Source: an optimization exercise on an open RTL-to-GDS flow (aim: small area, a short achievable clock period and few clock cycles per item). Production flows keep margins and buffers that such runs may drop.
In this exercise RTL edits were held to simulation tests only and were not proved equivalent to the original.

Setup of run 1:
// decimal_palindrome_check_unit
module decimal_palindrome_check_unit
#(
	parameter int VALUE_BITS = dpc_pkg::DEF_VALUE_BITS
) (
	input  wire logic                         clk,
	input  wire logic                         arst_n,
	input  wire logic                         in_valid,
	output logic                              in_ready,
	input  wire logic signed [VALUE_BITS-1:0] in_value,
	input  wire logic                         in_is_last,
	output logic                              out_valid,
	input  wire logic                         out_ready,
	output logic signed [VALUE_BITS-1:0]      out_value_echo,
	output logic                              out_is_palindrome,
	output logic                              out_last_out
);
	logic        adv;
	logic        valid_q1;
	logic        last_q1;
	logic [31:0] value_q1;
	logic [39:0] bcd_q1;
	logic [39:0] bcd_nx1;
	logic        valid_q2;
	logic        last_q2;
	logic [31:0] value_q2;
	logic [39:0] bcd_q2;
	logic [39:0] bcd_nx2;
	logic        valid_q3;
	logic        last_q3;
	logic [31:0] value_q3;
	logic [39:0] bcd_q3;
	logic [39:0] bcd_nx3;
	logic        valid_q4;
	logic        last_q4;
	logic [31:0] value_q4;
	logic [39:0] bcd_q4;
	logic [39:0] bcd_nx4;
	logic        valid_q5;
	logic        last_q5;
	logic [31:0] value_q5;
	logic [10:2] eq_q5;
	logic [9:1]  nz_q5;
	logic        neg9_q5;
	logic [39:0] bcd_fin;
	logic [39:0] bcd_mag;
	logic        pal;
	logic [10:2] eq_nx;
	logic [9:1]  nz_nx;
	logic        neg_end9;
	logic [3:0]  d0;
	logic [3:0]  d0_inc;
	assign adv      = !valid_q5 || out_ready;
	assign in_ready = adv;
	dpc_dd_stage #(.S0(0), .NB(7)) u_dd0 (
		.in_bcd  (40'd0),
		.in_bits (in_value[30:24] ^ {7{in_value[31]}}),
		.out_bcd (bcd_nx1)
	);
	dpc_dd_stage #(.S0(7), .NB(7)) u_dd1 (
		.in_bcd  (bcd_q1),
		.in_bits (value_q1[23:17] ^ {7{value_q1[31]}}),
		.out_bcd (bcd_nx2)
	);
	dpc_dd_stage #(.S0(14), .NB(7)) u_dd2 (
		.in_bcd  (bcd_q2),
  ...
Size in the first run: about 280 flip-flops, roughly 73 I/O pins.
clock: 6.5 ns
lec_check: 0
abc_area: 1
cap_margin: 20
core_margin: 2
core_utilization: 40
setup_slack_margin: 3.42
slew_margin: 20
standard.sh (not shown) runs the stock make flow with config.mk's settings and CLKGATE_MAP_FILE= SYNTH_SCRIPT=/design/flow/synth_recipe.tcl, a recipe that flattens the netlist after the stock synthesis.
==> flow/flow/run.sh <==
#!/bin/bash
# The standard layout, with the port buffers made as sky130_fd_sc_hd__buf_1 cells (the flow's
# timing repair resizes them where needed) instead of the slow delay-buffer cell that
# buffer_ports picks by default. Every port still gets its buffer.
set -euo pipefail
export BUFFER_PORTS_ARGS="-buffer_cell sky130_fd_sc_hd__buf_1"
bash standard.sh > standard_flow.log 2>&1
Testbench counts of run 1, summed over its fixed seeds: cycles 12,040, items 12,000.
Edits applied to the flow inputs when going from run 1 to run 2:
--- a/flow/config.mk
+++ b/flow/config.mk
@@ -11,3 +11,3 @@
 export CORE_UTILIZATION = 40
-export SETUP_SLACK_MARGIN = 3.42
+export SETUP_SLACK_MARGIN = 3.6
 export SLEW_MARGIN = 20
==> comparison <==
For number of clock buffers inserted by TritonCTS, dividing the value from run 1 by the value from run 2 gives 0.912.
[run 2 vs run 1] setup slack: lower in run 2
Of run 2 and run 1, the run reporting the lower upper clock frequency limit was run 2.
Sort run 2 and run 1 by final RePlAce weighted congestion desc -> top: run 2
Run 2: sequential share of layout area is 5.7 points lower than what run 1 reported.
In the tables for run 2 and run 1, delay of the slowest cell on the worst path reads higher with run 1.
Changes in run 3 relative to run 2:
--- a/flow/config.mk
+++ b/flow/config.mk
@@ -11,3 +11,3 @@
 export CORE_UTILIZATION = 40
-export SETUP_SLACK_MARGIN = 3.6
+export SETUP_SLACK_MARGIN = 3.3
 export SLEW_MARGIN = 20
[summary]
- Result: PASS for each of run 2 and run 3
- As far as placement row count goes, run 3 and run 2 are indistinguishable; the numbers are identical.
- Between run 2 and run 3, the instance area after placement figures differ only marginally.
- Utilization: run 3 < run 2
- Run 3 vs. run 2: clock network latency to the later pin of the worst-skew pair increased 0.05 ns; highest fanout seen on the critical path grew by 1.
- [compare] base=run 2 new=run 3: sequential cell count now sits at about the same level; total of flip-flops plus latches after synthesis did not really move.
- Clock tree cell share of total cell area delta for run 3 relative to run 2: 0.61 points higher
Setup changes, run 3 to run 4
--- a/flow/config.mk
+++ b/flow/config.mk
@@ -11,3 +11,4 @@
 export CORE_UTILIZATION = 40
-export SETUP_SLACK_MARGIN = 3.3
+export GPL_TIMING_DRIVEN = 0
+export SETUP_SLACK_MARGIN = 3.0
 export SLEW_MARGIN = 20
Notes after the runs:
The final layout from run 4, which completed every stage, passed the timing, DRC and antenna checks at the end of the flow. Side by side, maximum frequency turned out lower in run 4 than in run 3. In run 4, register share of the cell area is higher than in run 3. Compared to run 3, run 4 has ratio of final minimum period to clock period 1.7 points higher. [compare] base=run 3 new=run 4: setup slack saw a decrease, wire length on met3 up about 7%. Going from run 3 to run 4, fraction of layout cells with a size suffix above 1 fell by 1.9 points, shortest clock period the worst path allows after layout +0.11 ns, number of buffers and inverters on the critical path saw an increase.
The inputs of run 5 differ from those of run 4 as listed below.
--- a/flow/config.mk
+++ b/flow/config.mk
@@ -11,4 +11,3 @@
 export CORE_UTILIZATION = 40
-export GPL_TIMING_DRIVEN = 0
-export SETUP_SLACK_MARGIN = 3.0
+export SETUP_SLACK_MARGIN = 3.47
 export SLEW_MARGIN = 20
### Flow results
Routed length per placed instance went up by a few percent going from run 4 to run 5.
Diff run 5..run 4 | multiplexer share of the synthesized area | unchanged
Run 5 packs its core more tightly than run 4.
Setup changes, run 5 to run 6
--- a/flow/config.mk
+++ b/flow/config.mk
@@ -8,6 +8,6 @@
 export ABC_AREA = 1
-export CAP_MARGIN = 20
+export CAP_MARGIN = 10
 export CORE_MARGIN = 2
 export CORE_UTILIZATION = 40
-export SETUP_SLACK_MARGIN = 3.47
-export SLEW_MARGIN = 20
+export SETUP_SLACK_MARGIN = 3.0
+export SLEW_MARGIN = 10
Run 5 reached the end of the flow, and the finished layout is clean on the timing, DRC and antenna checks.
No stage failed in run 6, and the final checks on the layout all came back clean.
Arrival time of data at the critical path endpoint up 0.12 ns in run 6 wrt run 5
Run 6 vs run 5: growth of design area from synthesis to finish down in run 6
Re cell area after layout: run 6 and run 5 aren't equal, and the higher value belongs to run 5.
Looking at run 6 and run 5, the global-route usage over all layers is a wash.
Smallest setup slack after layout delta for run 6 relative to run 5: 0.13 ns lower
Summary — share of the clock period used by the worst path after layout, run 6 relative to run 5: higher, by 2.0 points.
Run 6 does worse than run 5 on first-pass GRT wire length.
Compared with run 5, in run 6 number of max-capacitance violations reported roughly the same; global routing usage on met3 roughly the same.

==> afterwards: timing with drivers on the ports <==
Ports are ideal in the flow. The routed layouts listed here were re-timed in OpenROAD. Step 1: set_driving_cell puts a clkbuf_16 on clk and a buf_2 on each other input, an assumption about the parent block. Step 2, shift: input delay + t, output delay - t, t = (earliest + latest rising clock arrival at the registers) / 2. This alone moves slack from input paths to output paths. Three values: ideal, step 1, step 2; two values: the first two.
run	t (ns)	slack for setup (ns)	worst hold slack (ns)	slew at the worst register clock pin (ns)	cell pins on the clock port's net
run 1	0.623	3.285 / 3.231 / 3.056	0.410 / 0.410 / 0.410	0.07 / 0.07	1
run 2	0.590	3.239 / 3.181 / 3.239	0.411 / 0.411 / 0.411	0.06 / 0.06	1
run 3	0.635	3.294 / 3.240 / 2.913	0.414 / 0.414 / 0.414	0.06 / 0.06	1
run 4	0.620	3.184 / 3.160 / 2.787	0.411 / 0.411 / 0.411	0.06 / 0.06	1
run 5	0.625	3.334 / 3.282 / 3.120	0.413 / 0.413 / 0.413	0.07 / 0.07	1
run 6	0.622	3.206 / 3.172 / 2.859	0.412 / 0.412 / 0.412	0.06 / 0.06	1
After both steps every run listed still meets setup and hold. For run 4, which loses most, drivers alone change the setup slack by -0.024 ns; drivers and shift together by -0.397 ns.
